From an optimization exercise on the open Yosys and OpenROAD flow, aimed at small area; shortcuts taken in it are not production practice.
At most, simulation tests tie the RTL to the original design; equivalence was not proved.
For runs 4 and 6, only the layout was checked, not whether the RTL still works.
Power figures rest on the tool's default switching activity, not on a simulated workload.

[design/flow/config.mk]
export PLATFORM = sky130hd
export DESIGN_NAME = rob_top
export DESIGN_NICKNAME = rob_top
export VERILOG_FILES = /design/flow/design.v
export SDC_FILE = /design/flow/constraint.sdc
export NUM_CORES = 4
export LEC_CHECK = 0
export CAP_MARGIN = 20
export CORE_MARGIN = 2
export CORE_UTILIZATION = 40
export SLEW_MARGIN = 20
[design/flow/constraint.sdc]
create_clock -name core_clock -period 5.5 [get_ports {alu_broadcast}]
set_input_delay 1.1000 -clock core_clock [delete_from_list [all_inputs] [get_ports {alu_broadcast}]]
set_output_delay 1.1000 -clock core_clock [all_outputs]
set_load 0.01 [all_outputs]
[design/flow/design.v]
package rob_pkg;
    typedef logic [31:0] xlen_t;
    typedef logic [4:0] reg_idx_t;
    localparam int ROB_TAG_W = 4;
    typedef logic [ROB_TAG_W-1:0] rob_tag_t;
    localparam int ROB_DEPTH = 8;
    typedef enum logic [1:0] {
        KIND_REG    = 2'd0,
        KIND_STORE  = 2'd1,
        KIND_BRANCH = 2'd2
    } entry_kind_t;
    typedef enum logic [1:0] {
        SIZE_B = 2'd0,
        SIZE_H = 2'd1,
        SIZE_W = 2'd2
    } mem_size_t;
endpackage
`timescale 1ns/1ps
module rob_top #(
    parameter int DEPTH = rob_pkg::ROB_DEPTH
) (
    input  logic                 alu_broadcast,
    input  logic                 rst_n,
    input  logic                 disp_valid,
    input  rob_pkg::entry_kind_t disp_kind,
    input  rob_pkg::reg_idx_t    disp_rd,
    input  rob_pkg::mem_size_t   disp_size,
    input  rob_pkg::xlen_t       disp_pc,
    input  logic                 disp_pred_taken,
    output logic                 disp_ready,
    output rob_pkg::rob_tag_t    disp_tag,
    input  logic                 alu_wb_valid,
    input  rob_pkg::rob_tag_t    alu_wb_tag,
    input  rob_pkg::xlen_t       alu_wb_value,
    input  rob_pkg::xlen_t       alu_wb_target,
    input  logic                 lsb_wb_valid,
    input  rob_pkg::rob_tag_t    lsb_wb_tag,
    input  rob_pkg::xlen_t       lsb_wb_value,
    input  rob_pkg::xlen_t       lsb_wb_addr,
    output logic                 reg_commit_valid,
    output rob_pkg::reg_idx_t    reg_commit_rd,
    output rob_pkg::xlen_t       reg_commit_value,
    output rob_pkg::rob_tag_t    reg_commit_tag,
    output logic                 store_valid,
    output rob_pkg::xlen_t       store_addr,
    output rob_pkg::xlen_t       store_data,
    output rob_pkg::mem_size_t   store_size,
    input  logic                 store_ready,
    output logic                 redirect_valid,
    output rob_pkg::xlen_t       redirect_pc
);
    localparam int N = 8;
    logic [2:0]  head, tail, last;
    logic        full;
    logic [N-1:0] rdy;
    logic [1:0]  k [N];
    logic [1:0]  s [N];
    logic [31:0] a [N];
    logic [31:0] b [N];
    logic        commit_go, flush, retire, accept, store_done;
    logic [1:0]  h_k;
    logic [2:0]  alu_idx, lsb_idx;
    logic [31:0] disp_a, alu_b;
    logic [1:0]  disp_s;
    assign alu_idx = alu_wb_tag[2:0];
    assign lsb_idx = lsb_wb_tag[2:0];
    assign h_k        = k[head];
    assign commit_go  = rdy[head] && !store_valid;
    assign flush      = commit_go && (h_k == 2'd2);
    assign store_done = store_valid && store_ready;
    assign retire     = (commit_go && !h_k[0] && !h_k[1]) || (commit_go && h_k == 2'd3) || store_done;
    assign disp_ready = !full && !flush;
    assign disp_tag   = {1'b0, tail};
    assign accept     = disp_valid && disp_ready;
    always_ff @(posedge alu_broadcast or negedge rst_n) begin
        if (!rst_n) begin
            head <= '0;
            tail <= '0;
            full <= 1'b0;
        end else if (flush) begin
            head <= '0;
            tail <= '0;
            full <= 1'b0;
        end else begin
            if (accept) tail <= tail + 3'd1;
            if (retire) head <= head + 3'd1;
            if (accept && !retire && (tail + 3'd1 == head)) full <= 1'b1;
            else if (retire) full <= 1'b0;
        end
    end
    assign disp_a = (disp_kind == rob_pkg::KIND_REG) ? {27'd0, disp_rd} : disp_pc + 32'd4;
    assign disp_s = (disp_kind == rob_pkg::KIND_BRANCH) ? {1'b0, disp_pred_taken} : disp_size;
    assign alu_b  = k[alu_idx][1] ? alu_wb_target : alu_wb_value;
    logic [N-1:0] dw, lw, aw, lwa, hold_a, hold_b;
    always_comb begin
        for (int i = 0; i < N; i++) begin
            dw[i]     = accept && tail == i[2:0];
            lw[i]     = lsb_wb_valid && lsb_idx == i[2:0];
            aw[i]     = alu_wb_valid && alu_idx == i[2:0];
            lwa[i]    = lw[i] && k[i] == 2'd1;
            hold_a[i] = !(dw[i] || lwa[i]);
            hold_b[i] = !(lw[i] || aw[i]);
        end
    end
    always_ff @(posedge alu_broadcast) begin
        for (int i = 0; i < N; i++) begin
            a[i] <= ({32{dw[i]}} & disp_a) | ({32{lwa[i]}} & lsb_wb_addr) | ({32{hold_a[i]}} & a[i]);
            b[i] <= ({32{lw[i]}} & lsb_wb_value) | ({32{aw[i]}} & alu_b) | ({32{hold_b[i]}} & b[i]);
            if (dw[i]) begin
                s[i] <= disp_s;
                k[i] <= disp_kind;
            end else if (aw[i] && k[i] == 2'd2 && alu_wb_value[0] == s[i][0]) begin
                k[i] <= 2'd3;
            end
        end
    end
    always_ff @(posedge alu_broadcast or negedge rst_n) begin
        if (!rst_n) begin
            rdy <= '0;
        end else if (flush) begin
            rdy <= '0;
        end else begin
            if (retire) rdy[head] <= 1'b0;
            if (alu_wb_valid) rdy[alu_idx] <= 1'b1;
            if (lsb_wb_valid) rdy[lsb_idx] <= 1'b1;
        end
    end
    always_ff @(posedge alu_broadcast or negedge rst_n) begin
        if (!rst_n) begin
            reg_commit_valid <= 1'b0;
            store_valid      <= 1'b0;
            redirect_valid   <= 1'b0;
        end else begin
            reg_commit_valid <= commit_go && (h_k == 2'd0);
            redirect_valid   <= flush;
            if (commit_go && h_k == 2'd1) store_valid <= 1'b1;
            else if (store_done) store_valid <= 1'b0;
        end
    end
    always_ff @(posedge alu_broadcast) begin
        if (commit_go) last <= head;
    end
    assign reg_commit_rd    = a[last][4:0];
    assign reg_commit_value = b[last];
    assign reg_commit_tag   = {1'b0, last};
    assign store_addr       = a[last];
    assign store_data       = b[last];
    assign store_size       = rob_pkg::mem_size_t'(s[last]);
    assign redirect_pc      = s[last][0] ? a[last] : b[last];
endmodule
[design/flow/run.sh]
#!/bin/bash
# synth_recipe.tcl (not shown) runs the flow's synth.tcl, then flattens the netlist and writes it again
# the make line also repeats each setting of config.mk as NAME=value (left out here)
make -C /OpenROAD-flow-scripts/flow DESIGN_CONFIG=/design/flow/config.mk WORK_HOME=/design/flow/orfs CLKGATE_MAP_FILE= SYNTH_SCRIPT=/design/flow/synth_recipe.tcl finish
==> impl_metrics.ini, run 1 <==
[global_routing]
grt_pass1_wl_um = 170000
first_global_vias = 26100
grt.total_usage_pct = 31.7
grt-ovfl-total = 0
antenna_found_initial = 16
largest_net_degree_at_the_start_of_global_routing = 81

[critical_path]
worstPathRequired_ns = 4.40
critical_setup_path_class = reg2out
path_depth = 7
critical_path_arrival_ns = 4.25
cpMostUsedCell = nor2_1
critical_path.max_stage_delay_ns = 0.83
worstPathBufferInverterCount = 3
worst_setup_path_end_kind = output port
cp_top_family = simple AND/OR/NAND/NOR gates
worstSetupStartpointType = register
rr_worst_depth = 10
cpMaxStageDelayCell = nor2_1
r2r_setup_slack_ns = 1.10
crit_chain = buf_4 -> or3_2 -> buf_12 -> nor2_1 -> nor2_1 -> mux2_2 -> clkdlybuf4s50_1
timing.critical_path.fanout_max = 37

[placement]
pre_cts_setup_slack_ns = 0.930
place.port_buffers = 326
placed_cells_incl_taps = 3911
gp_congestion = 0.963
placed_area_sq_um = 31200
post-dp-hpwl_um = 72500

[cts]
post_cts_buffers = 0
cts_root_buffer = clkbuf_16
cts_tree = built
post_cts_resized = 0
htree_num_levels = 2
clock_sinks = 565
cts_inserted_buffers = 60
cts.reportedPaths.clkPinSlew_ns = 0.06
worstSkewPairLatency_ns = 0.65
max-clock-path-buffers = 3
cts_hold_buffers = 0

[timing]
max-slew-margin-rel_pct = 17.3
fin_skew_ns = 0.0285
timing_hold_violations_final = 0
rsz0062_at_grt = false
timing.final.setup_violations = 0
setup_slack_ns = 0.154
finalSetupTns_ns = 0
post-route-min-period_ns = 5.35
worst_max_slew_pin_slew_ns = 1.24
fmax_ghz = 0.187
timing_max_transition_violations_final = 0
fin_crit_sh_pct = 97.2

[logic_synthesis]
synth_sequential_area_ratio_pct = 42.8
post-synth-top-count-cell = dfxtp_1
synth.cell_area_sq_um = 27500
ys.flop_type = dfxtp_1
flip_flop_and_latch_count_after_synthesis = 565
yosysTopAreaCellShare_pct = 37.3
synth.largest_area_cell = dfxtp_1
synthCells = 2957
synthArstFlopShare_pct = 3.19
netlist_top_cells_area = dfxtp_1 37%, a221o_1 9.7%, a22oi_1 7.1%
avg_inst_size_synth_sq_um = 9.29
post_synth_num_cell_types = 66
yosysWarningCount = 5
edff_count_synth = 35
ys_top_cells_by_count = 512 x dfxtp_1, 375 x nor2_1, 306 x o21ai_0

[pwr]
internal_pwr_total_w = 0.0132
power_frac_comb_pct = 52.1
ir_worst_vdd_mv = 0.670
total_power_w = 0.0223
pwr-share-seq_pct = 29.0
power_switching_w = 0.00911
power.density_nw_per_um2 = 670
power_leakage_nw = 12.9
switching_share_pct = 40.9
share_clk_of_total_power_pct = 18.9

[floorplan]
die_w_um = 266
pin_count = 331
core_sq_um = 68200
design.die.area_sq_um = 70800
floorplan.initialDensity_pct = 40.2
fp.dieH_um = 266
floorplan.rows = 96

[hold_path]
min_path_type = reg2reg
hold_crit_depth = 2

[cells_and_area]
finish.instance_area_sq_um = 33300
finish.net_count = 3301
layout-drive-gt1-share_pct = 10.5
area.growth.synth_to_final_pct = 21.2
layout.cells.non_filler = 4025

[run_status]
status = timing/DRC/antenna clean

[drt]
vias = 26900
drt_pass1_iterations = 7
detail_route.wl_per_cell_um = 29.1
post_drt_via_cell_ratio = 6.68
wl_um = 117000
drt-initial-drc-count = 3500
route.antenna.remaining_nets = 0
drc = 0

[flow_run]
maxCapViolCount = 0
==> cells by family after synthesis <==
kind of cell | synth area share, %
simple gates | 9.67
buf+inv | 6.42
flops | 42.8
xor+xnor | 0.765
fa+ha+maj | 1.18
mux | 8.49
compound gates | 30.7
other cells | 0.0137
==> placed cells by master, fill, tap and decap left out, drive strengths merged, types with 75 or more instances in the layout <==
master	count
dfxtp	512
nor2	375
clkdlybuf4s50	326
o21ai	314
a221o	266
a22oi	260
mux2i	116
buf	101
nand2	88
clkbuf	86
a21oi	75
==> power groups by stage <==
stage / Clock [W] / Combinational, W / Sequential, W
finish: 0.00421 / 0.0116 / 0.00646
global route: 0.00439 / 0.0122 / 0.00660
CTS: 0.00422 / 0.0115 / 0.00642
detailed placement: 0 / 0.0114 / 0.00648
global placement: 0 / 0.0112 / 0.00640
floorplan: 0 / 0.00654 / 0.00621
==> layout make-up <==
class / count / area (sq um)
Sequential cell: 565 / 11800
Inverter: 53 / 199
Multi-Input combinational cell: 1984 / 14100
Timing Repair Buffer: 427 / 4060
Clock inverter: 23 / 274
Fill cell: 6232 / 35000
Tap cell: 882 / 1100
Clock buffer: 86 / 1740
Antenna cell: 5 / 12.5
==> worst reg2reg max path, delay by kind of cell, from the launching register on <==
kind | cells | cell delay, ns
and+or+nand+nor | 1 | 0.12
DFF | 1 | 0.72
AOI/OAI and AO/OA | 5 | 2.37
buffers and inverters | 2 | 0.70
adders and majority gates | 2 | 0.43
==> layer usage <==
| layer | vias up | track usage, % | wire, um |
|---|---|---|---|
| li1 | 11500 | - | - |
| met1 | 13200 | 42.3 | 46200 |
| met2 | 1881 | 47.9 | 50700 |
| met3 | 368 | 9.00 | 14800 |
| met4 | 16 | 13.9 | 5140 |
| met5 | - | 0 | 98 |
==> flip-flops by register name, indices dropped and copies added, names as in the netlist <==
name              flops
last                  3
k                    16
head                  3
b                   256
a                   256
reg_commit_valid      1
s                    16
store_valid           1
full                  1
redirect_valid        1
tail                  3
rdy                   8
==> stage by stage <==
step	utilization, %	hold WS [ns]
finish	48.8	0.478
global route	48.8	0.496
CTS	48.7	0.477
detailed placement	45.8	0.459
global placement	45.8	0.453
floorplan	-	0.442
==> path summary, 6_finish.rpt <==
| check | to | from |
|---|---|---|
| max in group asynchronous | store_valid | rst_n |
| setup / recovery | redirect_pc[27] | last[1] |
| hold reg to reg | b[5][2] | b[5][2] |
| hold / removal | b[5][2] | b[5][2] |
| min in group asynchronous | full | rst_n |
| setup reg to reg | a[1][8] | head[0] |
==> run 2, diff against run 1 <==
--- a/design/flow/config.mk
+++ b/design/flow/config.mk
@@ -7,5 +7,6 @@
 export LEC_CHECK = 0
 export CAP_MARGIN = 20
 export CORE_MARGIN = 2
-export CORE_UTILIZATION = 40
+export CORE_UTILIZATION = 50
+export CTS_BUF_LIST = sky130_fd_sc_hd__clkbuf_4
 export SLEW_MARGIN = 20
==> run 2 against run 1 <==
  * Highest routed layer unchanged
  * Critical endpoint is now redirect_pc[11]
  * Count of clock-buffer cells in the layout increased by 140
  * Final area down 0.85%
  * Clock power fell by 11%
  * Utilization up 12 points
  * First-iteration DRC count decreased by 8.1%
  * Fmax down 1.7%
  * Sequential share of layout area is 0.31 points higher
  * Area after synthesis unchanged
==> impl_metrics.ini, run 2 <==
[run_status]
status = timing/DRC/antenna clean

[global_routing]
largest_net_degree_at_the_start_of_global_routing = 86
antenna_found_initial = 12
grt_pass1_wl_um = 166000
grt.total_usage_pct = 38.9
first_global_vias = 26400
grt-ovfl-total = 0

[cells_and_area]
layout-drive-gt1-share_pct = 14.5
biggestRegsByFlops = a x256, b x256
finish.utilization_pct = 61.1
mostFrequentLayoutCells = 512 x dfxtp_1, 366 x nor2_1, 326 x clkdlybuf4s50_1, 301 x o21ai_0, 265 x a221o_1
final_common_cell = dfxtp_1
finish.instance_area_sq_um = 33000
finish.net_count = 3396
area.growth.synth_to_final_pct = 20.1

[critical_path]
crit_chain = buf_12 -> or3_2 -> buf_4 -> nor2_1 -> nor2_1 -> mux2_2 -> clkdlybuf4s50_1
critical_path_arrival_ns = 4.34
timing.critical_path.fanout_max = 76
cpMaxStageDelayCell = nor2_1
critical_path.max_stage_delay_ns = 0.62
critPathCapture = redirect_pc[11]
path_depth = 7
worstPathRequired_ns = 4.40
cpMostUsedCell = nor2_1
cp_top_family = buffers and inverters
worst_setup_path_end_kind = output port
r2r_setup_slack_ns = 1.28
critical_setup_path_class = reg2out
worst_r2r_endpoint = a[2][8]
crit_start = last[2]
worstPathBufferInverterCount = 3
worstSetupStartpointType = register
ff_to_ff_start = head[2]
rr_worst_depth = 9

[cts]
cts_tree = built
clock_sinks = 565
post_cts_buffers = 0
htree_num_levels = 4
max-clock-path-buffers = 3
cts_hold_buffers = 0
cts.reportedPaths.clkPinSlew_ns = 0.07
cts_inserted_buffers = 150
worstSkewPairLatency_ns = 0.99
cts_root_buffer = clkbuf_4

[drt]
wl_met2_um = 48900
drt-initial-drc-count = 3215
wl_met3_um = 15100
route.antenna.remaining_nets = 0
post_drt_via_cell_ratio = 6.82
vias = 27200
wl_um = 114000
drt_pass1_iterations = 8
drc = 0
detail_route.wl_per_cell_um = 28.5
wirelength_met1_um = 46000
topRoutingLayerUsed = met5

[logic_synthesis]
avg_inst_size_synth_sq_um = 9.29
yosysTopAreaCellShare_pct = 37.3
edff_count_synth = 35
synth.largest_area_cell = dfxtp_1
netlist_top_cells_area = dfxtp_1 37%, a221o_1 9.7%, a22oi_1 7.1%
synth-adder-area-share_pct = 1.18
post_synth_num_cell_types = 66
yosys.area_share.simple_pct = 9.67
synth-compound-area-share_pct = 30.7
synthArstFlopShare_pct = 3.19
ys_top_cells_by_count = 512 x dfxtp_1, 375 x nor2_1, 306 x o21ai_0
synthCells = 2957
post_synth_mux_area_share_pct = 8.49
synth_sequential_area_ratio_pct = 42.8
flip_flop_and_latch_count_after_synthesis = 565
yosysWarningCount = 5
synth_top_family_by_area = compound AO/OA/AOI/OAI gates
synth.cell_area_sq_um = 27500
ys.flop_type = dfxtp_1
xor_xnor_share_of_the_synthesized_area_pct = 0.765
post-synth-top-count-cell = dfxtp_1

[timing]
fmax_ghz = 0.184
timing_hold_violations_final = 0
rsz0062_at_grt = false
timing_max_transition_violations_final = 0
timing.final.setup_violations = 0
worst_max_slew_pin_slew_ns = 1.19
post-route-min-period_ns = 5.44
max-slew-margin-rel_pct = 20.7
fin_skew_ns = 0.0389
fin_crit_sh_pct = 98.9
finalSetupTns_ns = 0

[flow_run]
maxCapViolCount = 0

[hold_path]
min_path_type = reg2reg
hold_crit_depth = 2

[placement]
place.port_buffers = 326
gp_congestion = 0.969
placed_area_sq_um = 31100
post-dp-hpwl_um = 70600

[floorplan]
die_w_um = 238
design.die.area_sq_um = 56800
core_sq_um = 54000
floorplan.rows = 85
pin_count = 331
fp.dieH_um = 238
floorplan.initialDensity_pct = 50.8

[pwr]
power.density_nw_per_um2 = 658
power_leakage_nw = 13.0
ir_worst_vdd_mv = 0.649
## run 2: cell counts after synthesis
No cell type changed its count.
## run 2: timing repair
action / in CTS / in global routing
gates resized for setup: 2 / 6
pin swaps: 0 / 0
setup endpoints to repair: 1 / 9
## run 2: area by class of cell
cell class | count | area [sq um]
Antenna cell | 8 | 20.0
Clock buffer | 226 | 1700
Clock inverter | 29 | 166
Fill cell | 4727 | 21000
Inverter | 53 | 199
Multi-Input combinational cell | 1984 | 14200
Sequential cell | 565 | 11800
Tap cell | 696 | 871
Timing Repair Buffer | 432 | 4110
## run 2: metrics by stage
step	worst slack, ns	hold WS (ns)	power, W	std cells
after detailed placement	1.08	0.461	0.0177	3730
after CTS	0.0341	0.478	0.0215	3985
after floorplan	1.87	0.442	0.0128	2958
final	0.0591	0.476	0.0217	3993
after global routing	0.00212	0.499	0.0227	3991
after global placement	0.885	0.453	0.0175	3730
## run 2: kinds of logic (layout without fill, tap and decap cells)
kind of cell / count (synthesis) / count (layout)
compound gates: 1130 / 1130
simple gates: 610 / 610
flops: 565 / 565
buf+inv: 409 / 740
mux: 192 / 192
fa+ha+maj: 26 / 26
xor+xnor: 24 / 24
other cells: 1 / 10
## run 2: metal layers
metal  global-route usage (%)  up-vias
met2                     57.7     2015
met1                     53.0    13200
li1                         -    11800
met5                        0        -
met4                     15.2       10
met3                     12.0      251
## run 2: how the worst min path moves through the flow
stage	from	end	slack, ns
after floorplan	b[2][12]	b[2][12]	0.44
after CTS	b[5][5]	b[5][5]	0.48
after global placement	b[4][12]	b[4][12]	0.45
after global routing	a[0][25]	a[0][25]	0.50
final	b[3][16]	b[3][16]	0.48
after detailed placement	b[4][12]	b[4][12]	0.46
## run 2: worst min-delay path: cells and delay by family, from the launching register on
family	cells	cell delay, ns
DFF	1	0.32
AOI/OAI and AO/OA	2	0.12
## run 2: power by group
group / switching (W) / internal, W / leakage, nW
registers: 0.000857 / 0.00559 / 4.83
clock network: 0.00180 / 0.00195 / 1.13
logic: 0.00632 / 0.00518 / 7.06
total: 0.00898 / 0.0127 / 13.0
==> run 3, diff against run 2 <==
==> design/flow/flow/run.sh (new file) <==
#!/bin/bash
# The standard layout (standard.sh, standard synthesis unchanged) with two changes:
#  - ports are buffered with buf_1 instead of a delay cell;
#  - clock tree: clkbuf_16 only, larger sink clusters, no dummy loads.
set -euo pipefail
bash standard.sh \
  "BUFFER_PORTS_ARGS=-buffer_cell sky130_fd_sc_hd__buf_1" \
  "CTS_ARGS=-sink_clustering_enable -repair_clock_nets -dont_use_dummy_load -buf_list sky130_fd_sc_hd__clkbuf_16 -sink_clustering_size 20 -sink_clustering_max_diameter 80" \
  finish > standard_flow.log 2>&1
==> design/flow/standard.sh (new file) <==
#!/bin/bash
# synth_recipe.tcl (not shown) runs the flow's synth.tcl, then flattens the netlist and writes it again
# the make line also repeats each setting of config.mk as NAME=value (left out here)
make -C /OpenROAD-flow-scripts/flow DESIGN_CONFIG=/design/flow/config.mk WORK_HOME=/design/flow/orfs CLKGATE_MAP_FILE= SYNTH_SCRIPT=/design/flow/synth_recipe.tcl "${@:-finish}"
--- a/design/flow/config.mk
+++ b/design/flow/config.mk
@@ -7,6 +7,5 @@
 export LEC_CHECK = 0
 export CAP_MARGIN = 20
 export CORE_MARGIN = 2
-export CORE_UTILIZATION = 50
-export CTS_BUF_LIST = sky130_fd_sc_hd__clkbuf_4
+export CORE_UTILIZATION = 40
 export SLEW_MARGIN = 20
removed: design/flow/run.sh
==> run 3 against run 2 <==
  * Still clean on timing, DRC and antenna
  * First-iteration DRC count decreased by 3.0%
  * Area after synthesis unchanged
  * Final cell count fell by 0.83%
  * Synthesized cell count is the same
  * Sequential power about the same
  * Count of clock-buffer cells in the layout down 190
  * Via count decreased by 1.8%
  * Critical path depth is 1 lower
  * Global-route usage is 7.7 points lower
  * Total power fell by 11%
  * Clock skew increased by 0.028 ns
  * Worst setup slack gained 0.56 ns
  * Critical path type unchanged
==> impl_metrics.ini, run 3 <==
[cts]
post_cts_resized = 0
htree_num_levels = 2
cts_inserted_buffers = 36
cts_tree = built
clock_sinks = 565
cts.reportedPaths.clkPinSlew_ns = 0.09
post_cts_buffers = 0
worstSkewPairLatency_ns = 0.59
cts_hold_buffers = 0
max-clock-path-buffers = 3
cts_root_buffer = clkbuf_16

[run_status]
status = timing/DRC/antenna clean

[cells_and_area]
finish.instance_area_sq_um = 30300
layout-drive-gt1-share_pct = 8.99
finish.net_count = 3283
area.growth.synth_to_final_pct = 10.2
final_common_cell = dfxtp_1
biggestRegsByFlops = a x256, b x256
finish.utilization_pct = 44.3
mostFrequentLayoutCells = 512 x dfxtp_1, 366 x nor2_1, 325 x buf_1, 305 x o21ai_0, 265 x a221o_1

[logic_synthesis]
netlist_top_cells_area = dfxtp_1 37%, a221o_1 9.7%, a22oi_1 7.1%
synth.largest_area_cell = dfxtp_1
yosysTopAreaCellShare_pct = 37.3
edff_count_synth = 35
yosysWarningCount = 5
flip_flop_and_latch_count_after_synthesis = 565
synthArstFlopShare_pct = 3.19
synthCells = 2957
ys.flop_type = dfxtp_1
ys_top_cells_by_count = 512 x dfxtp_1, 375 x nor2_1, 306 x o21ai_0
post_synth_num_cell_types = 66
synth.cell_area_sq_um = 27500
synth_sequential_area_ratio_pct = 42.8
avg_inst_size_synth_sq_um = 9.29
post-synth-top-count-cell = dfxtp_1

[hold_path]
worst_hold_path.endpoint = b[1][10]
min_path_type = reg2reg
hold_crit_depth = 2
worst_hold_startpoint = b[1][10]

[placement]
placed_area_sq_um = 29300
gp_congestion = 0.929
place.port_buffers = 326
post-dp-hpwl_um = 72100

[timing]
worst_max_slew_pin_slew_ns = 1.22
fin_skew_ns = 0.0666
fmax_ghz = 0.205
finalSetupTns_ns = 0
rsz0062_at_grt = false
timing_max_transition_violations_final = 0
fin_crit_sh_pct = 88.7
post-route-min-period_ns = 4.88
timing.hold.ws_ns = 0.482
max-slew-margin-rel_pct = 18.6
timing_hold_violations_final = 0
timing.final.setup_violations = 0

[critical_path]
critical_setup_path_class = reg2out
cpMaxStageDelayCell = nor2_1
crit_chain = buf_4 -> mux4_2 -> a21oi_1 -> nor2_1 -> mux2_2 -> buf_1
worstSetupStartpointType = register
r2r_setup_slack_ns = 1.23
cp_top_family = buffers and inverters
ff_to_ff_start = head[0]
worst_r2r_endpoint = a[7][23]
crit_start = last[1]
worstPathRequired_ns = 4.40
worst_setup_path_end_kind = output port
timing.critical_path.fanout_max = 45
critical_path.max_stage_delay_ns = 0.83
worstPathBufferInverterCount = 2
rr_worst_depth = 10
critical_path_arrival_ns = 3.78

[pwr]
power.density_nw_per_um2 = 638
ir_worst_vdd_mv = 0.487
power_leakage_nw = 11.5

[floorplan]
fp.dieH_um = 266
floorplan.initialDensity_pct = 40.2
pin_count = 331
core_sq_um = 68200
die_w_um = 266
floorplan.rows = 96
design.die.area_sq_um = 70800

[drt]
detail_route.wl_per_cell_um = 29.2
drt-initial-drc-count = 3119
drt_pass1_iterations = 6
drc = 0
wl_um = 116000
vias = 26700
post_drt_via_cell_ratio = 6.75
route.antenna.remaining_nets = 0

[global_routing]
grt_pass1_wl_um = 166000
largest_net_degree_at_the_start_of_global_routing = 73
grt.total_usage_pct = 31.2
first_global_vias = 25500
antenna_found_initial = 19
grt-ovfl-total = 0

[flow_run]
maxCapViolCount = 0
==> run 3: cell counts after synthesis <==
No cell type changed its count.
==> run 3: cell type report <==
class,count,area [sq um]
clock buffer,36,901
inverter,53,199
antenna,7,17.5
sequential,565,11800
fill,6479,38000
multi-input combinational,1984,14200
tap,882,1100
timing repair buffer,433,2070
==> run 3: power by group <==
| part | switching [W] | internal, W |
|---|---|---|
| clock | 0.00144 | 0.00117 |
| sequential | 0.000868 | 0.00559 |
| combinational | 0.00645 | 0.00379 |
| total | 0.00876 | 0.0105 |
==> run 3: worst reg2reg max path, stage by stage (launching register included) <==
cell and delay (ns):
dfrtp_1 0.67, inv_1 0.15, ha_1 0.23, ha_1 0.20, a222oi_1 0.33, nand2_1 0.12, o22ai_1 0.49, a31oi_4 0.31
a21oi_2 0.98, buf_4 0.51, a221o_1 0.22
==> run 3: how the worst max path moves through the flow <==
stage | endpoint | slack (ns) | cells past startpoint
after floorplan | disp_ready | 1.87 | 11
after global placement | a[0][1] | 1.09 | 10
after detailed placement | a[0][20] | 1.06 | 10
after CTS | redirect_pc[22] | 0.74 | 10
after global routing | redirect_pc[27] | 0.53 | 6
final | redirect_pc[27] | 0.62 | 6
==> run 3: per-stage QoR <==
stage | instances | setup WS [ns] | total power, W
2_1_floorplan | 2958 | 1.87 | 0.0128
3_3_place_gp | 3917 | 1.09 | 0.0163
3_5_place_dp | 3917 | 1.06 | 0.0165
4_1_cts | 3953 | 0.735 | 0.0191
5_1_grt | 3957 | 0.527 | 0.0201
6_report | 3960 | 0.622 | 0.0193
==> run 3: cells by family after synthesis <==
group / after synthesis / share of synthesized area [%]
mux: 192 / 8.49
other cells: 1 / 0.0137
fa+ha+maj: 26 / 1.18
flops: 565 / 42.8
simple gates: 610 / 9.67
compound gates: 1130 / 30.7
buf+inv: 409 / 6.42
xor+xnor: 24 / 0.765
==> run 3: layer usage <==
layer	up-vias	track usage (%)	wire, um
met5	-	0	138
met4	22	14.5	5140
met3	367	7.96	14600
met2	1835	46.2	49400
met1	13100	42.6	46300
li1	11400	-	-
==> run 4, diff against run 3 <==
--- a/design/flow/design.v
+++ b/design/flow/design.v
@@ -50,7 +50,7 @@
     output rob_pkg::xlen_t       redirect_pc
 );
     localparam int N = 8;
-    logic [2:0]  head, tail, last;
+    logic [2:0]  head, tail;
     logic        full;
     logic [N-1:0] rdy;
     logic [1:0]  k [N];
@@ -88,7 +88,9 @@
             else if (retire) full <= 1'b0;
         end
     end
-    assign disp_a = (disp_kind == rob_pkg::KIND_REG) ? {27'd0, disp_rd} : disp_pc + 32'd4;
+    logic [31:0] disp_pc4;
+    assign disp_pc4 = disp_pc + 32'd4;
+    assign disp_a = {disp_pc4[31:5], (disp_kind == rob_pkg::KIND_REG) ? disp_rd : disp_pc4[4:0]};
     assign disp_s = (disp_kind == rob_pkg::KIND_BRANCH) ? {1'b0, disp_pred_taken} : disp_size;
     assign alu_b  = k[alu_idx][1] ? alu_wb_target : alu_wb_value;
     logic [N-1:0] dw, lw, aw, lwa, hold_a, hold_b;
@@ -137,14 +139,20 @@
             else if (store_done) store_valid <= 1'b0;
         end
     end
+    logic [N-1:0] last_oh;
     always_ff @(posedge alu_broadcast) begin
-        if (commit_go) last <= head;
+        if (commit_go) last_oh <= N'(1) << head;
     end
-    assign reg_commit_rd    = a[last][4:0];
-    assign reg_commit_value = b[last];
-    assign reg_commit_tag   = {1'b0, last};
-    assign store_addr       = a[last];
-    assign store_data       = b[last];
-    assign store_size       = rob_pkg::mem_size_t'(s[last]);
-    assign redirect_pc      = s[last][0] ? a[last] : b[last];
+    always_comb begin
+        store_addr = '0; store_data = '0; store_size = rob_pkg::mem_size_t'(2'd0);
+        for (int i = 0; i < N; i++) begin
+            store_addr = store_addr | ({32{last_oh[i]}} & a[i]);
+            store_data = store_data | ({32{last_oh[i]}} & b[i]);
+            store_size = rob_pkg::mem_size_t'(store_size | ({2{last_oh[i]}} & s[i]));
+        end
+    end
+    assign reg_commit_rd    = store_addr[4:0];
+    assign reg_commit_value = store_data;
+    assign reg_commit_tag   = {1'b0, |(last_oh & 8'hf0), |(last_oh & 8'hcc), |(last_oh & 8'haa)};
+    assign redirect_pc      = store_size[0] ? store_addr : store_data;
 endmodule
==> run 4 against run 3 <==
  * Final cell count is 7.9% lower
  * Non-clock buffer count is 35 lower
  * Area after synthesis is 5.1% lower
  * Sequential power is 3% higher
  * Clock skew is 0.025 ns lower
  * Final area is 5.7% lower
  * Sequential share of layout area is 2.9 points higher
  * Total power is 11% lower
  * Clock power hardly changed
  * First-iteration DRC count is 5.1% lower
  * Combinational power is 21% lower
  * Global-route usage is 0.18 points higher
  * Critical endpoint is now disp_ready
==> impl_metrics.ini, run 4 <==
[run_status]
status = timing/DRC/antenna clean

[cells_and_area]
layout-drive-gt1-share_pct = 13.4
final.fill_count = 6155
final_common_cell = a22oi_1
mostFrequentLayoutCells = 523 x a22oi_1, 512 x dfxtp_1, 325 x buf_1, 283 x nor2_1, 271 x o21ai_0
multi_input_comb_area_sq_um = 12700
register_area_sq_um = 11900
finish.utilization_pct = 44.3
finish.net_count = 3001
finish.instance_area_sq_um = 28500
area.growth.synth_to_final_pct = 9.53
biggestRegsByFlops = a x256, b x256

[logic_synthesis]
synth_sequential_area_ratio_pct = 45.7
post-synth-top-count-cell = a22oi_1
yosysTopAreaCellShare_pct = 39.3
edff_count_synth = 40
netlist_top_cells_area = dfxtp_1 39%, a22oi_1 15%, a221o_2 8.3%
synth.largest_area_cell = dfxtp_1
post_synth_num_cell_types = 61
yosysWarningCount = 5
ys.flop_type = dfxtp_1
ys_top_cells_by_count = 523 x a22oi_1, 512 x dfxtp_1, 283 x nor2_1
flip_flop_and_latch_count_after_synthesis = 570
synthCells = 2697
avg_inst_size_synth_sq_um = 9.66
synth.cell_area_sq_um = 26000
synthArstFlopShare_pct = 3.16

[floorplan]
fp.dieH_um = 259
die_w_um = 259
core_sq_um = 64500
floorplan.initialDensity_pct = 40.4
floorplan.rows = 93
design.die.area_sq_um = 67200
pin_count = 331

[critical_path]
crit_chain = inv_1 -> ha_1 -> a222oi_1 -> o2111ai_1 -> o311ai_0 -> nand2_1 -> inv_1 -> nor2_1 -> buf_1
cpMostUsedCell = inv_1
critical_setup_path_class = reg2out
worstPathRequired_ns = 4.40
worstPathBufferInverterCount = 3
critical_path_arrival_ns = 3.78
cp_top_family = buffers and inverters
worstSetupStartpointType = register
critical_path.max_stage_delay_ns = 0.78
worst_setup_path_end_kind = output port
cpMaxStageDelayCell = dfrtp_1
timing.critical_path.fanout_max = 17

[cts]
clock_sinks = 570
cts_hold_buffers = 0
post_cts_buffers = 0
post_cts_resized = 0
cts.reportedPaths.clkPinSlew_ns = 0.08
htree_num_levels = 2
cts_root_buffer = clkbuf_16
max-clock-path-buffers = 3
worstSkewPairLatency_ns = 0.58
cts_tree = built
cts_inserted_buffers = 36

[timing]
timing.hold.ws_ns = 0.468
max-slew-margin-rel_pct = 26.7
finalSetupTns_ns = 0
post-route-min-period_ns = 4.88
timing_hold_violations_final = 0
timing.final.setup_violations = 0
fmax_ghz = 0.205
fin_skew_ns = 0.0416
rsz0062_at_grt = false
fin_crit_sh_pct = 88.7
worst_max_slew_pin_slew_ns = 1.10
timing_max_transition_violations_final = 0

[pwr]
power_frac_comb_pct = 46.5
share_clk_of_total_power_pct = 15.0
total_power_w = 0.0173
power.density_nw_per_um2 = 605
switching_share_pct = 43.2
ir_worst_vdd_mv = 0.309
power_switching_w = 0.00747
power_leakage_nw = 10.6
internal_pwr_total_w = 0.00981
pwr-share-seq_pct = 38.5

[flow_run]
maxCapViolCount = 0

[drt]
drt-initial-drc-count = 2960
detail_route.wl_per_cell_um = 30.3
wl_um = 110000
vias = 24800
route.antenna.remaining_nets = 0
drt_pass1_iterations = 6
drc = 0
post_drt_via_cell_ratio = 6.79

[global_routing]
grt.total_usage_pct = 31.4
antenna_found_initial = 13
grt_pass1_wl_um = 159000
first_global_vias = 24100
largest_net_degree_at_the_start_of_global_routing = 55
grt-ovfl-total = 0

[placement]
post-dp-hpwl_um = 64900
placed_area_sq_um = 27600
place.port_buffers = 326
gp_congestion = 0.891

[hold_path]
min_path_type = in2async
-- run 4: changes by cell type in the layout (fill, tap and decap cells not counted), moves of 48 or more --
| cell | previous run | this run |
|---|---|---|
| a21oi_1 | 62 | 8 |
| a221o_1 | 265 | 64 |
| a221o_2 | 1 | 192 |
| a22oi_1 | 259 | 523 |
| mux2i_1 | 116 | 38 |
| nand2_1 | 88 | 40 |
| nand4_1 | 9 | 82 |
| nor2_1 | 366 | 283 |
-- run 4: final timing paths --
kind                           from    endpoint  slack, ns  cells after the start
setup / recovery            head[2]  disp_ready       0.62                      9
hold / removal                rst_n      rdy[5]       0.47                      1
setup reg to reg            head[2]     a[5][0]       1.27                      9
hold reg to reg            b[7][23]    b[7][23]       0.48                      2
max in group asynchronous     rst_n     head[0]       4.68                      1
min in group core_clock    b[7][23]    b[7][23]       0.48                      2
-- run 4: cell type report --
class	count	share of cell area (%)
Antenna cell	5	0.0439
Clock buffer	36	3.16
Inverter	33	0.434
Multi-Input combinational cell	1752	44.5
Sequential cell	570	41.7
Tap cell	855	3.75
Timing Repair Buffer	398	6.39
-- run 4: power groups by stage --
stage          registers, W  logic (W)  clock network (W)
4_1_cts             0.00661    0.00795            0.00261
2_1_floorplan       0.00634    0.00521                  0
3_3_place_gp        0.00661    0.00778                  0
3_5_place_dp        0.00666    0.00793                  0
5_1_grt             0.00679    0.00852            0.00275
6_report            0.00665    0.00802            0.00260
-- run 4: logic make-up after synthesis --
kind of cell / count (synthesis) / share of synthesized area, %
and+or+nand+nor: 489 / 8.73
adders and majority gates: 26 / 1.25
xor gates and xnor gates: 40 / 1.34
DFF: 570 / 45.7
buffers and inverters: 376 / 6.66
muxes: 74 / 3.13
other: 1 / 0.0144
AOI/OAI and AO/OA: 1121 / 33.2
-- run 4: layer usage --
layer | up-vias | GRT usage, % | share of wire, %
met1 | 12200 | 42.1 | 40
met3 | 336 | 7.22 | 11
met2 | 1684 | 48.6 | 45
met5 | - | 0 | 0.10
met4 | 18 | 13.3 | 4.4
li1 | 10500 | - | -
-- run 4: metrics by stage --
step / worst slack, ns / std cells
after global placement: 1.31 / 3607
after floorplan: 2.06 / 2698
after CTS: 0.695 / 3643
after detailed placement: 1.15 / 3607
after global routing: 0.402 / 3645
final: 0.623 / 3649
==> run 5, diff against run 4 <==
--- a/design/flow/design.v
+++ b/design/flow/design.v
@@ -53,22 +53,21 @@
     logic [2:0]  head, tail;
     logic        full;
     logic [N-1:0] rdy;
-    logic [1:0]  k [N];
-    logic [1:0]  s [N];
+    logic [2:0]  c [N];
     logic [31:0] a [N];
     logic [31:0] b [N];
     logic        commit_go, flush, retire, accept, store_done;
-    logic [1:0]  h_k;
+    logic [2:0]  h_c;
     logic [2:0]  alu_idx, lsb_idx;
     logic [31:0] disp_a, alu_b;
-    logic [1:0]  disp_s;
+    logic [2:0]  disp_c;
     assign alu_idx = alu_wb_tag[2:0];
     assign lsb_idx = lsb_wb_tag[2:0];
-    assign h_k        = k[head];
+    assign h_c        = c[head];
     assign commit_go  = rdy[head] && !store_valid;
-    assign flush      = commit_go && (h_k == 2'd2);
+    assign flush      = commit_go && h_c[2:1] == 2'b01;
     assign store_done = store_valid && store_ready;
-    assign retire     = (commit_go && !h_k[0] && !h_k[1]) || (commit_go && h_k == 2'd3) || store_done;
+    assign retire     = (commit_go && h_c[2:1] == 2'b00) || store_done;
     assign disp_ready = !full && !flush;
     assign disp_tag   = {1'b0, tail};
     assign accept     = disp_valid && disp_ready;
@@ -91,15 +90,22 @@
     logic [31:0] disp_pc4;
     assign disp_pc4 = disp_pc + 32'd4;
     assign disp_a = {disp_pc4[31:5], (disp_kind == rob_pkg::KIND_REG) ? disp_rd : disp_pc4[4:0]};
-    assign disp_s = (disp_kind == rob_pkg::KIND_BRANCH) ? {1'b0, disp_pred_taken} : disp_size;
-    assign alu_b  = k[alu_idx][1] ? alu_wb_target : alu_wb_value;
+    always_comb begin
+        case (disp_kind)
+            rob_pkg::KIND_REG:    disp_c = 3'b000;
+            rob_pkg::KIND_STORE:  disp_c = {1'b1, disp_size};
+            rob_pkg::KIND_BRANCH: disp_c = {2'b01, disp_pred_taken};
+            default:              disp_c = 3'b001;
+        endcase
+    end
+    assign alu_b  = c[alu_idx][1] ? alu_wb_target : alu_wb_value;
     logic [N-1:0] dw, lw, aw, lwa, hold_a, hold_b;
     always_comb begin
         for (int i = 0; i < N; i++) begin
             dw[i]     = accept && tail == i[2:0];
             lw[i]     = lsb_wb_valid && lsb_idx == i[2:0];
             aw[i]     = alu_wb_valid && alu_idx == i[2:0];
-            lwa[i]    = lw[i] && k[i] == 2'd1;
+            lwa[i]    = lw[i] && c[i][2];
             hold_a[i] = !(dw[i] || lwa[i]);
             hold_b[i] = !(lw[i] || aw[i]);
         end
@@ -109,10 +115,9 @@
             a[i] <= ({32{dw[i]}} & disp_a) | ({32{lwa[i]}} & lsb_wb_addr) | ({32{hold_a[i]}} & a[i]);
             b[i] <= ({32{lw[i]}} & lsb_wb_value) | ({32{aw[i]}} & alu_b) | ({32{hold_b[i]}} & b[i]);
             if (dw[i]) begin
-                s[i] <= disp_s;
-                k[i] <= disp_kind;
-            end else if (aw[i] && k[i] == 2'd2 && alu_wb_value[0] == s[i][0]) begin
-                k[i] <= 2'd3;
+                c[i] <= disp_c;
+            end else if (aw[i] && c[i][2:1] == 2'b01 && alu_wb_value[0] == c[i][0]) begin
+                c[i] <= 3'b001;
             end
         end
     end
@@ -133,9 +138,9 @@
             store_valid      <= 1'b0;
             redirect_valid   <= 1'b0;
         end else begin
-            reg_commit_valid <= commit_go && (h_k == 2'd0);
+            reg_commit_valid <= commit_go && h_c == 3'b000;
             redirect_valid   <= flush;
-            if (commit_go && h_k == 2'd1) store_valid <= 1'b1;
+            if (commit_go && h_c[2]) store_valid <= 1'b1;
             else if (store_done) store_valid <= 1'b0;
         end
     end
@@ -148,7 +153,7 @@
         for (int i = 0; i < N; i++) begin
             store_addr = store_addr | ({32{last_oh[i]}} & a[i]);
             store_data = store_data | ({32{last_oh[i]}} & b[i]);
-            store_size = rob_pkg::mem_size_t'(store_size | ({2{last_oh[i]}} & s[i]));
+            store_size = rob_pkg::mem_size_t'(store_size | ({2{last_oh[i]}} & c[i][1:0]));
         end
     end
     assign reg_commit_rd    = store_addr[4:0];
==> run 5 against run 4 <==
  * Still clean on timing, DRC and antenna
  * Final cell count rose by 0.55%
  * Global-route usage rose by 0.14 points
  * Utilization fell by 0.17 points
  * Non-clock buffer count rose by 11
  * Count of clock-buffer cells in the layout did not move
  * Hold slack improved by 0.018 ns
  * First-iteration DRC count did not move
  * Via count rose by 0.91%
  * Area after synthesis fell by 1.1%
  * Largest power group unchanged
  * Highest routed layer unchanged
==> impl_metrics.ini, run 5 <==
[logic_synthesis]
yosysTopAreaCellShare_pct = 39.8
synthCells = 2702
post_synth_num_cell_types = 64
synth.cell_area_sq_um = 25800
ys.flop_type = dfxtp_1
ys_top_cells_by_count = 527 x a22oi_1, 512 x dfxtp_1, 281 x nor2_1
synth_sequential_area_ratio_pct = 45.3
yosysWarningCount = 4
edff_count_synth = 32
netlist_top_cells_area = dfxtp_1 40%, a22oi_1 15%, a221o_1 9.7%
post-synth-top-count-cell = a22oi_1
avg_inst_size_synth_sq_um = 9.53
flip_flop_and_latch_count_after_synthesis = 562
synthArstFlopShare_pct = 3.20
synth.largest_area_cell = dfxtp_1

[drt]
vias = 25000
topRoutingLayerUsed = met5
wl_met2_um = 49000
wirelength_met1_um = 42900
route.antenna.remaining_nets = 0
wl_met3_um = 12900
drc = 0
drt-initial-drc-count = 2960
wl_um = 110000
post_drt_via_cell_ratio = 6.82
detail_route.wl_per_cell_um = 29.9
drt_pass1_iterations = 7

[critical_path]
rr_worst_depth = 9
critical_path.max_stage_delay_ns = 0.57
cpMostUsedCell = ha_1
timing.critical_path.fanout_max = 14
critical_setup_path_class = reg2out
crit_chain = inv_1 -> ha_1 -> ha_1 -> a222oi_1 -> a31oi_4 -> or3_1 -> buf_4 -> inv_2 -> nor2_1 -> buf_1
worstSetupStartpointType = register
worstPathRequired_ns = 4.40
cpMaxStageDelayCell = dfrtp_1
worst_setup_path_end_kind = output port
critical_path_arrival_ns = 3.65

[timing]
worst_max_slew_pin_slew_ns = 1.24
timing_max_transition_violations_final = 0
max-slew-margin-rel_pct = 17.7
timing.final.setup_violations = 0
rsz0062_at_grt = false
fmax_ghz = 0.210
finalSetupTns_ns = 0
timing_hold_violations_final = 0
fin_skew_ns = 0.0673
fin_crit_sh_pct = 86.4
post-route-min-period_ns = 4.75

[pwr]
ir_worst_vdd_mv = 0.282
power_leakage_nw = 10.4
power.density_nw_per_um2 = 604

[cts]
clock_sinks = 562
cts_hold_buffers = 0
cts_inserted_buffers = 36
worstSkewPairLatency_ns = 0.59
post_cts_resized = 0
cts_root_buffer = clkbuf_16
cts.reportedPaths.clkPinSlew_ns = 0.08
max-clock-path-buffers = 3
post_cts_buffers = 0
htree_num_levels = 2
cts_tree = built

[global_routing]
antenna_found_initial = 19
first_global_vias = 24400
grt-ovfl-total = 0
largest_net_degree_at_the_start_of_global_routing = 69
grt_pass1_wl_um = 159000
grt.total_usage_pct = 31.6

[run_status]
status = timing/DRC/antenna clean

[floorplan]
die_w_um = 258
core_sq_um = 64000
design.die.area_sq_um = 66400
floorplan.rows = 93
floorplan.initialDensity_pct = 40.2
pin_count = 331
fp.dieH_um = 258

[placement]
post-dp-hpwl_um = 66000
place.port_buffers = 326
placed_area_sq_um = 27300
gp_congestion = 0.853

[cells_and_area]
mostFrequentLayoutCells = 527 x a22oi_1, 512 x dfxtp_1, 326 x buf_1, 277 x nor2_1, 274 x o21ai_0
final_common_cell = a22oi_1
layout-drive-gt1-share_pct = 6.85
finish.net_count = 3016
biggestRegsByFlops = a x256, b x256, c x24
area.growth.synth_to_final_pct = 9.57
finish.instance_area_sq_um = 28200

[hold_path]
hold_crit_depth = 2
min_path_type = reg2reg

[flow_run]
maxCapViolCount = 0
-- run 5: changes by cell type after synthesis, sizes merged, moves of 7 or more --
| cell | change |
|---|---|
| clkbuf | -10 |
| edfxtp | -8 |
| inv | -14 |
| nand3 | +13 |
| nand2b | +7 |
| buf | +12 |
| o211ai | -8 |
| and3b | -7 |
| o21ai | +8 |
-- run 5: layout make-up --
class / instances / area [sq um]
diodes: 11 / 27.5
fillers: 6199 / 35800
flip-flops and latches: 562 / 11700
clock buffers: 36 / 901
well taps: 855 / 1070
repair buffers: 409 / 1900
multi-input cells: 1777 / 12600
inverters: 19 / 71.3
-- run 5: per-stage QoR --
stage	total power (W)	hold WS (ns)	utilization [%]	std cells	setup WS, ns
2_1_floorplan	0.0114	0.449	-	2703	1.80
3_3_place_gp	0.0141	0.459	42.6	3621	1.35
3_5_place_dp	0.0143	0.464	42.6	3622	1.31
4_1_cts	0.0169	0.485	44.0	3658	0.730
5_1_grt	0.0178	0.500	44.1	3666	0.553
6_report	0.0171	0.486	44.1	3669	0.746
-- run 5: cell families after synthesis --
family / share of synthesized area [%]
AO/OA/AOI/OAI: 33.1
XOR/XNOR: 1.36
adder cells (fa/ha/maj): 1.31
buffers and inverters: 6.57
flip-flops: 45.3
multiplexers: 3.07
other: 0.0146
AND/OR/NAND/NOR: 9.29
-- run 5: final timing paths --
check,from,end,slack [ns]
worst max-delay path,head[0],disp_ready,0.75
worst min-delay path,b[6][10],b[6][10],0.49
worst max register to register,head[0],a[3][31],1.48
worst min register to register,b[6][10],b[6][10],0.49
max in group asynchronous,rst_n,head[0],4.21
min in group asynchronous,rst_n,rdy[0],0.68
-- run 5: worst max-delay path, delay by kind of cell (launching register included) --
kind	cells	cell delay (ns)
DFF	1	0.57
AOI/OAI and AO/OA	2	0.91
adders and majority gates	2	0.53
and+or+nand+nor	2	0.47
buffers and inverters	4	0.63
-- run 5: report_power, final --
group | switching [W] | internal [W]
Clock | 0.00142 | 0.00117
Sequential | 0.00103 | 0.00561
Combinational | 0.00501 | 0.00281
-- run 5: layer usage --
layer	GRT usage (%)	vias up
met5	0	-
met2	49.0	1771
met3	7.01	316
met4	13.6	16
met1	42.3	12300
li1	-	10600
==> run 6, diff against run 5 <==
--- a/design/flow/design.v
+++ b/design/flow/design.v
@@ -77,9 +77,11 @@
             tail <= '0;
             full <= 1'b0;
         end else if (flush) begin
-            head <= '0;
             tail <= '0;
             full <= 1'b0;
+        end else if (redirect_valid) begin
+            head <= '0;
+            if (accept) tail <= tail + 3'd1;
         end else begin
             if (accept) tail <= tail + 3'd1;
             if (retire) head <= head + 3'd1;
@@ -144,9 +146,16 @@
             else if (store_done) store_valid <= 1'b0;
         end
     end
-    logic [N-1:0] last_oh;
-    always_ff @(posedge alu_broadcast) begin
-        if (commit_go) last_oh <= N'(1) << head;
+    logic [N-1:0] head_dec, last_oh;
+    logic         at_head;
+    assign at_head = store_valid || redirect_valid;
+    always_comb begin
+        for (int i = 0; i < N; i++) begin
+            head_dec[i] = head == i[2:0];
+        end
+        for (int i = 0; i < N; i++) begin
+            last_oh[i] = at_head ? head_dec[i] : head_dec[(i + 1) % N];
+        end
     end
     always_comb begin
         store_addr = '0; store_data = '0; store_size = rob_pkg::mem_size_t'(2'd0);
@@ -158,6 +167,6 @@
     end
     assign reg_commit_rd    = store_addr[4:0];
     assign reg_commit_value = store_data;
-    assign reg_commit_tag   = {1'b0, |(last_oh & 8'hf0), |(last_oh & 8'hcc), |(last_oh & 8'haa)};
+    assign reg_commit_tag   = {1'b0, head - 3'd1};
     assign redirect_pc      = store_size[0] ? store_addr : store_data;
 endmodule
==> run 6 against run 5 <==
  * Still clean on timing, DRC and antenna
  * Clock power about the same
  * Total power rose by 4.1%
  * Final area fell by 0.76%
  * Final cell count shrank 0.52%
  * Worst setup slack lost 0.55 ns
  * Fmax fell by 10%
  * Via count down 2.1%
  * Count of clock-buffer cells in the layout unchanged
  * Area after synthesis down 1.0%
  * Flip-flop and latch count down 8
  * Global-route usage is 0.42 points lower
  * Critical endpoint is now redirect_pc[19]
  * Largest cell class unchanged
  * Highest routed layer unchanged
==> impl_metrics.ini, run 6 <==
[critical_path]
r2r_setup_slack_ns = 1.26
worst_r2r_endpoint = c[3][2]
worstPathRequired_ns = 4.40
critical_setup_path_class = reg2out
rr_worst_depth = 9
ff_to_ff_start = head[0]
cpMaxStageDelayCell = dfrtp_1
critical_path.max_stage_delay_ns = 0.57
worst_setup_path_end_kind = output port
worstSetupStartpointType = register
critical_path_arrival_ns = 4.21
cp_top_family = multiplexers
worstPathBufferInverterCount = 3
crit_chain = inv_1 -> ha_1 -> ha_1 -> mux2_2 -> buf_12 -> a22o_1 -> a221oi_1 -> nand3_1 -> mux2_2 -> buf_1
timing.critical_path.fanout_max = 36

[logic_synthesis]
synth_sequential_area_ratio_pct = 44.8
ys_top_cells_by_count = 512 x dfxtp_1, 300 x nor2_1, 283 x a22oi_1
synth.largest_area_cell = dfxtp_1
edff_count_synth = 24
synthArstFlopShare_pct = 3.25
flip_flop_and_latch_count_after_synthesis = 554
synth.cell_area_sq_um = 25500
avg_inst_size_synth_sq_um = 9.41
yosysWarningCount = 4
netlist_top_cells_area = dfxtp_1 40%, a221o_1 10%, a22oi_1 8.3%
ys.flop_type = dfxtp_1
post-synth-top-count-cell = dfxtp_1
post_synth_num_cell_types = 59
yosysTopAreaCellShare_pct = 40.2
synthCells = 2710

[global_routing]
largest_net_degree_at_the_start_of_global_routing = 66
grt_use_met1_pct = 40.1
grt-ovfl-total = 0
first_global_vias = 23800
global_route.usage.met2_pct = 50.4
antenna_found_initial = 12
grt_pass1_wl_um = 157000
groute.layer.met3.usage_pct = 6.90
top_usage_layer = met2
grt.total_usage_pct = 31.1

[timing]
setup_slack_ns = 0.192
post-route-min-period_ns = 5.31
rsz0062_at_grt = false
finalSetupTns_ns = 0
timing_max_transition_violations_final = 0
worst_max_slew_pin_slew_ns = 1.08
fin_skew_ns = 0.0855
max-slew-margin-rel_pct = 25.8
timing.final.setup_violations = 0
fin_crit_sh_pct = 96.5
timing_hold_violations_final = 0
fmax_ghz = 0.188

[placement]
pre_cts_setup_slack_ns = 0.657
place.port_buffers = 326
post-dp-hpwl_um = 64600
placed_cells_incl_taps = 3605
gp_congestion = 0.867

[drt]
vias = 24500
post_drt_via_cell_ratio = 6.71
wl_um = 107000
drt_pass1_iterations = 8
drc = 0
detail_route.wl_per_cell_um = 29.3
drt-initial-drc-count = 3427
route.antenna.remaining_nets = 0

[cells_and_area]
layout.cells.non_filler = 3650
final.fill_count = 6123
layout-drive-gt1-share_pct = 7.22
final_common_cell = dfxtp_1
finish.net_count = 3012
biggestRegsByFlops = a x256, b x256, c x24
area.growth.synth_to_final_pct = 9.85
finish.utilization_pct = 44.4
mostFrequentLayoutCells = 512 x dfxtp_1, 325 x buf_1, 298 x nor2_1, 283 x a22oi_1, 275 x o21ai_0

[pwr]
power_leakage_nw = 10.5
internal_pwr_total_w = 0.00984
share_clk_of_total_power_pct = 14.4
power.density_nw_per_um2 = 634
ir_worst_vdd_mv = 0.380
switching_share_pct = 44.6
pwr-share-seq_pct = 35.6
power_frac_comb_pct = 49.9
power_switching_w = 0.00791

[floorplan]
die_w_um = 256
core_sq_um = 63100
design.die.area_sq_um = 65800
fp.dieH_um = 256
floorplan.initialDensity_pct = 40.4
floorplan.rows = 92
pin_count = 331

[run_status]
status = timing/DRC/antenna clean

[cts]
cts_root_buffer = clkbuf_16
cts_hold_buffers = 0
cts.reportedPaths.clkPinSlew_ns = 0.05
clock_sinks = 554
max-clock-path-buffers = 3
htree_num_levels = 2
cts_inserted_buffers = 36
cts_tree = built
worstSkewPairLatency_ns = 0.61

[hold_path]
min_path_type = in2async

[flow_run]
maxCapViolCount = 0
==> run 6: cell type report <==
cell class                      count  area (sq um)  share of cell area [%]
Multi-Input combinational cell   1771         12600                    44.9
Sequential cell                   554         11400                    40.8
Timing Repair Buffer              410          1930                    6.89
Tap cell                          846          1060                    3.78
Clock buffer                       36           901                    3.22
Inverter                           27           101                   0.362
Antenna cell                        6          15.0                  0.0536
==> run 6: worst max-delay path by stage <==
stage | cells after the start | slack, ns | startpoint | end
floorplan | 11 | 1.34 | head[0] | disp_ready
global placement | 8 | 0.71 | head[0] | redirect_pc[19]
detailed placement | 8 | 0.66 | head[0] | redirect_pc[19]
CTS | 8 | 0.09 | head[0] | redirect_pc[19]
global route | 9 | 0.03 | head[0] | redirect_pc[21]
finish | 10 | 0.19 | head[0] | redirect_pc[19]
==> run 6: power by group through the flow <==
stage / Sequential (W) / Clock (W) / Combinational [W]
after floorplan: 0.00611 / 0 / 0.00571
after global placement: 0.00629 / 0 / 0.00855
after detailed placement: 0.00635 / 0 / 0.00867
after CTS: 0.00629 / 0.00258 / 0.00870
after global routing: 0.00646 / 0.00273 / 0.00932
final: 0.00632 / 0.00256 / 0.00886
==> run 6: worst register-to-register path, stage by stage, from the launching register on <==
cell and delay [ns]:
dfrtp_1 0.57, inv_1 0.21, ha_1 0.27, ha_1 0.26, or4_4 0.52, nand2b_4 0.18
a41o_1 0.47, o311ai_4 0.49, buf_4 0.58, o21ai_0 0.40
==> run 6: timing repair <==
action,CTS,global route
buffers inserted,0,2
setup endpoints to repair,0,32
resized for setup,0,1
==> run 6: logic make-up after synthesis <==
family / count (synthesis) / share of synthesized area (%)
AO/OA/AOI/OAI: 1048 / 32.3
XOR/XNOR: 42 / 1.44
adder cells (fa/ha/maj): 28 / 1.37
buffers and inverters: 386 / 6.78
flip-flops: 554 / 44.8
multiplexers: 79 / 3.39
other: 1 / 0.0147
AND/OR/NAND/NOR: 572 / 9.91
==> run 6: metal layers <==
metal | up-vias | routed length (um)
met1 | 11900 | 41100
met5 | - | 55
met2 | 1695 | 48700
li1 | 10500 | -
met4 | 8 | 4460
met3 | 304 | 12800
==> run 6: stage by stage <==
stage	power, W	instance area, sq um	hold slack (ns)
after CTS	0.0176	28000	0.484
final	0.0177	28000	0.479
after global placement	0.0148	27100	0.458
after detailed placement	0.0150	27100	0.465
after global routing	0.0185	28000	0.504
after floorplan	0.0118	25500	0.447
==> run 7, diff against run 6 <==
--- a/design/flow/design.v
+++ b/design/flow/design.v
@@ -101,10 +101,12 @@
         endcase
     end
     assign alu_b  = c[alu_idx][1] ? alu_wb_target : alu_wb_value;
+    logic alu_hit;
+    assign alu_hit = alu_wb_value[0] == c[alu_idx][0];
     logic [N-1:0] dw, lw, aw, lwa, hold_a, hold_b;
     always_comb begin
         for (int i = 0; i < N; i++) begin
-            dw[i]     = accept && tail == i[2:0];
+            dw[i]     = !full && tail == i[2:0];
             lw[i]     = lsb_wb_valid && lsb_idx == i[2:0];
             aw[i]     = alu_wb_valid && alu_idx == i[2:0];
             lwa[i]    = lw[i] && c[i][2];
@@ -118,7 +120,7 @@
             b[i] <= ({32{lw[i]}} & lsb_wb_value) | ({32{aw[i]}} & alu_b) | ({32{hold_b[i]}} & b[i]);
             if (dw[i]) begin
                 c[i] <= disp_c;
-            end else if (aw[i] && c[i][2:1] == 2'b01 && alu_wb_value[0] == c[i][0]) begin
+            end else if (aw[i] && c[i][2:1] == 2'b01 && alu_hit) begin
                 c[i] <= 3'b001;
             end
         end
==> design/flow/flow/run.sh (replaced) <==
#!/bin/bash
# The standard layout (standard.sh, standard synthesis unchanged) with two changes:
#  - ports are buffered with buf_1 instead of a delay cell;
#  - clock tree: clkbuf_16 only, larger sink clusters, no dummy loads.
set -euo pipefail
bash standard.sh \
  "BUFFER_PORTS_ARGS=-buffer_cell sky130_fd_sc_hd__buf_1" \
  "CTS_ARGS=-sink_clustering_enable -repair_clock_nets -dont_use_dummy_load -buf_list sky130_fd_sc_hd__clkbuf_16 -sink_clustering_size 25 -sink_clustering_max_diameter 100" \
  finish > standard_flow.log 2>&1
==> run 7 against run 6 <==
  * Synthesized cell count down 0.92%
  * Die area down 1.9%
  * Wire length up 1.3%
  * Non-clock buffer count down 12
  * Via count up 0.20%
  * Sequential share of layout area up 1.0 points
  * Count of clock-buffer cells in the layout down 10
  * Largest power group unchanged
  * Highest routed layer unchanged
==> impl_metrics.ini, run 7 <==
[floorplan]
design.die.area_sq_um = 64500
core_sq_um = 61700
floorplan.initialDensity_pct = 40.5
die_w_um = 254
floorplan.rows = 91
pin_count = 331
fp.dieH_um = 254

[timing]
fin_crit_sh_pct = 98.5
timing.hold.ws_ns = 0.437
worst_max_slew_pin_slew_ns = 1.16
max-slew-margin-rel_pct = 22.5
finalSetupTns_ns = 0
fmax_ghz = 0.185
rsz0062_at_grt = false
post-route-min-period_ns = 5.42
timing_max_transition_violations_final = 0
fin_skew_ns = 0.0375
timing.final.setup_violations = 0
timing_hold_violations_final = 0

[pwr]
power_switching_w = 0.00893
total_power_w = 0.0187
internal_pwr_total_w = 0.00980
pwr-share-seq_pct = 34.6
power_frac_comb_pct = 53.8
power.density_nw_per_um2 = 686
switching_share_pct = 47.7
power_leakage_nw = 10.3
share_clk_of_total_power_pct = 11.6
ir_worst_vdd_mv = 0.394

[global_routing]
global_route.usage.met2_pct = 52.0
grt-ovfl-total = 0
groute.layer.met3.usage_pct = 8.15
grt_use_met1_pct = 39.8
top_usage_layer = met2
antenna_found_initial = 19
grt.total_usage_pct = 32.2
grt_pass1_wl_um = 155000
largest_net_degree_at_the_start_of_global_routing = 66
first_global_vias = 23600

[critical_path]
critical_setup_path_class = reg2out
r2r_setup_slack_ns = 2.18
cpMaxStageDelayCell = buf_4
crit_chain = ha_1 -> ha_1 -> mux2_4 -> buf_4 -> buf_4 -> a222oi_1 -> nand3_1 -> a21o_1 -> mux2_2 -> buf_1
critical_path_arrival_ns = 4.32
worstPathBufferInverterCount = 3
cp_top_family = buffers and inverters
timing.critical_path.fanout_max = 34
worst_setup_path_end_kind = output port
critical_path.max_stage_delay_ns = 0.60
worstSetupStartpointType = register
worstPathRequired_ns = 4.40

[cells_and_area]
biggestRegsByFlops = a x256, b x256, c x24
finish.net_count = 2983
final_common_cell = a22oi_1
finish.utilization_pct = 44.3
layout.cells.non_filler = 3614
layout-drive-gt1-share_pct = 6.36
mostFrequentLayoutCells = 563 x a22oi_1, 512 x dfxtp_1, 476 x o21ai_0, 325 x buf_1, 86 x nor2_1
area.growth.synth_to_final_pct = 9.35

[placement]
placed_cells_incl_taps = 3572
place.port_buffers = 326
gp_congestion = 0.948
post-dp-hpwl_um = 64800

[logic_synthesis]
yosys.area_share.simple_pct = 6.00
ys.flop_type = dfxtp_1
edff_count_synth = 24
synth_top_family_by_area = compound AO/OA/AOI/OAI gates
yosysWarningCount = 4
synthCells = 2685
synth-compound-area-share_pct = 35.8
synth.largest_area_cell = dfxtp_1
ys_top_cells_by_count = 563 x a22oi_1, 512 x dfxtp_1, 476 x o21ai_0
xor_xnor_share_of_the_synthesized_area_pct = 1.16
avg_inst_size_synth_sq_um = 9.31
yosysTopAreaCellShare_pct = 41.0
post-synth-top-count-cell = a22oi_1
synth_sequential_area_ratio_pct = 45.7
post_synth_num_cell_types = 64
netlist_top_cells_area = dfxtp_1 41%, a22oi_1 17%, o21ai_0 9.5%
synth.cell_area_sq_um = 25000
synthArstFlopShare_pct = 3.25
flip_flop_and_latch_count_after_synthesis = 554
post_synth_mux_area_share_pct = 3.49
synth-adder-area-share_pct = 1.45

[cts]
max-clock-path-buffers = 3
cts_root_buffer = clkbuf_16
htree_num_levels = 1
worstSkewPairLatency_ns = 0.61
cts_inserted_buffers = 26
clock_sinks = 554
cts.reportedPaths.clkPinSlew_ns = 0.09
cts_tree = built

[drt]
drt_pass1_iterations = 9
wl_um = 108000
vias = 24500
drt-initial-drc-count = 3296
detail_route.wl_per_cell_um = 30.0
post_drt_via_cell_ratio = 6.79
route.antenna.remaining_nets = 0
drc = 0

[hold_path]
min_path_type = in2async

[run_status]
status = timing/DRC/antenna clean

[flow_run]
maxCapViolCount = 0
run 7: changes by cell type in the layout (fill, tap and decap cells not counted), sizes merged, moves of 16 or more:
cell / change
a21o: +38
a221oi: -34
xnor2: -16
a21oi: +17
nand2: -23
o21ai: +201
a22o: -32
nor2: -212
a22oi: +281
a221o: -208
run 7: stage by stage:
stage	instance area [sq um]	worst slack (ns)
floorplan	25000	1.66
global placement	26600	0.705
detailed placement	26600	0.705
CTS	27200	0.0657
global route	27300	0.0512
finish	27300	0.0843
run 7: repair_timing:
action	in CTS	in global routing
hold buffers	0	0
setup endpoints to repair	0	16
gates resized for setup	0	2
setup buffers	0	6
run 7: kinds of logic after synthesis:
family,count (synthesis)
AO/OA/AOI/OAI,1307
multiplexers,82
flip-flops,554
adder cells (fa/ha/maj),29
other,1
AND/OR/NAND/NOR,313
XOR/XNOR,33
buffers and inverters,366
run 7: worst paths after layout:
kind                                from               to  depth (start not counted)
worst min register to register  a[1][26]         a[1][26]                          2
worst min-delay path               rst_n          tail[0]                          1
worst max-delay path             head[1]  redirect_pc[28]                         10
worst max register to register   head[0]          head[0]                         10
min in group core_clock         a[1][26]         a[1][26]                          2
max in group asynchronous          rst_n           rdy[5]                          1
run 7: routing by layer:
metal,vias up,share of wire (%)
met5,-,0.095
met4,16,4.4
met3,316,12
met2,1702,46
met1,12000,37
li1,10500,-
run 7: power by group through the flow:
| stage | Clock [W] | Sequential, W | Combinational (W) |
|---|---|---|---|
| 2_1_floorplan | 0 | 0.00626 | 0.00606 |
| 3_3_place_gp | 0 | 0.00643 | 0.00958 |
| 3_5_place_dp | 0 | 0.00651 | 0.00972 |
| 4_1_cts | 0.00216 | 0.00644 | 0.00975 |
| 5_1_grt | 0.00229 | 0.00662 | 0.0107 |
| 6_report | 0.00217 | 0.00648 | 0.0101 |
run 7: layout make-up:
class,count,area [sq um]
Fill cell,5927,34400
Multi-Input combinational cell,1767,12200
Sequential cell,554,11400
Tap cell,837,1050
Clock buffer,26,651
Inverter,23,86.3
Antenna cell,9,22.5
Timing Repair Buffer,398,1870

## separate check: timing with driven ports
Ports are ideal in the flow. The routed layouts listed here were re-timed in OpenROAD. Step 1: set_driving_cell puts a clkbuf_16 on alu_broadcast and a buf_2 on each other input, an assumption about the parent block. Step 2, shift: input delay + t, output delay - t, t = (earliest + latest rising clock arrival at the registers) / 2. This alone moves slack from input paths to output paths. a / b / c = ideal / step 1 / step 2; a / b = the first two.
run	t (ns)	setup WS [ns]	hold WS [ns]	latest minus earliest clock arrival (ns)
run 1	0.697	0.154 / 0.094 / 0.791	0.478 / 0.478 / 0.478	0.029 / 0.030
run 2	1.034	0.059 / -0.003 / 0.999	0.476 / 0.476 / 0.476	0.046 / 0.046
run 3	0.621	0.622 / 0.560 / 0.964	0.482 / 0.459 / 0.482	0.071 / 0.071
run 4	0.620	0.623 / 0.562 / 1.146	0.468 / 0.431 / 0.484	0.049 / 0.050
run 5	0.619	0.746 / 0.684 / 1.303	0.486 / 0.486 / 0.486	0.067 / 0.068
run 6	0.638	0.192 / 0.124 / 0.762	0.479 / 0.438 / 0.484	0.085 / 0.086
run 7	0.666	0.084 / 0.017 / 0.683	0.437 / 0.398 / 0.489	0.046 / 0.046
After both steps every run listed still meets setup and hold.
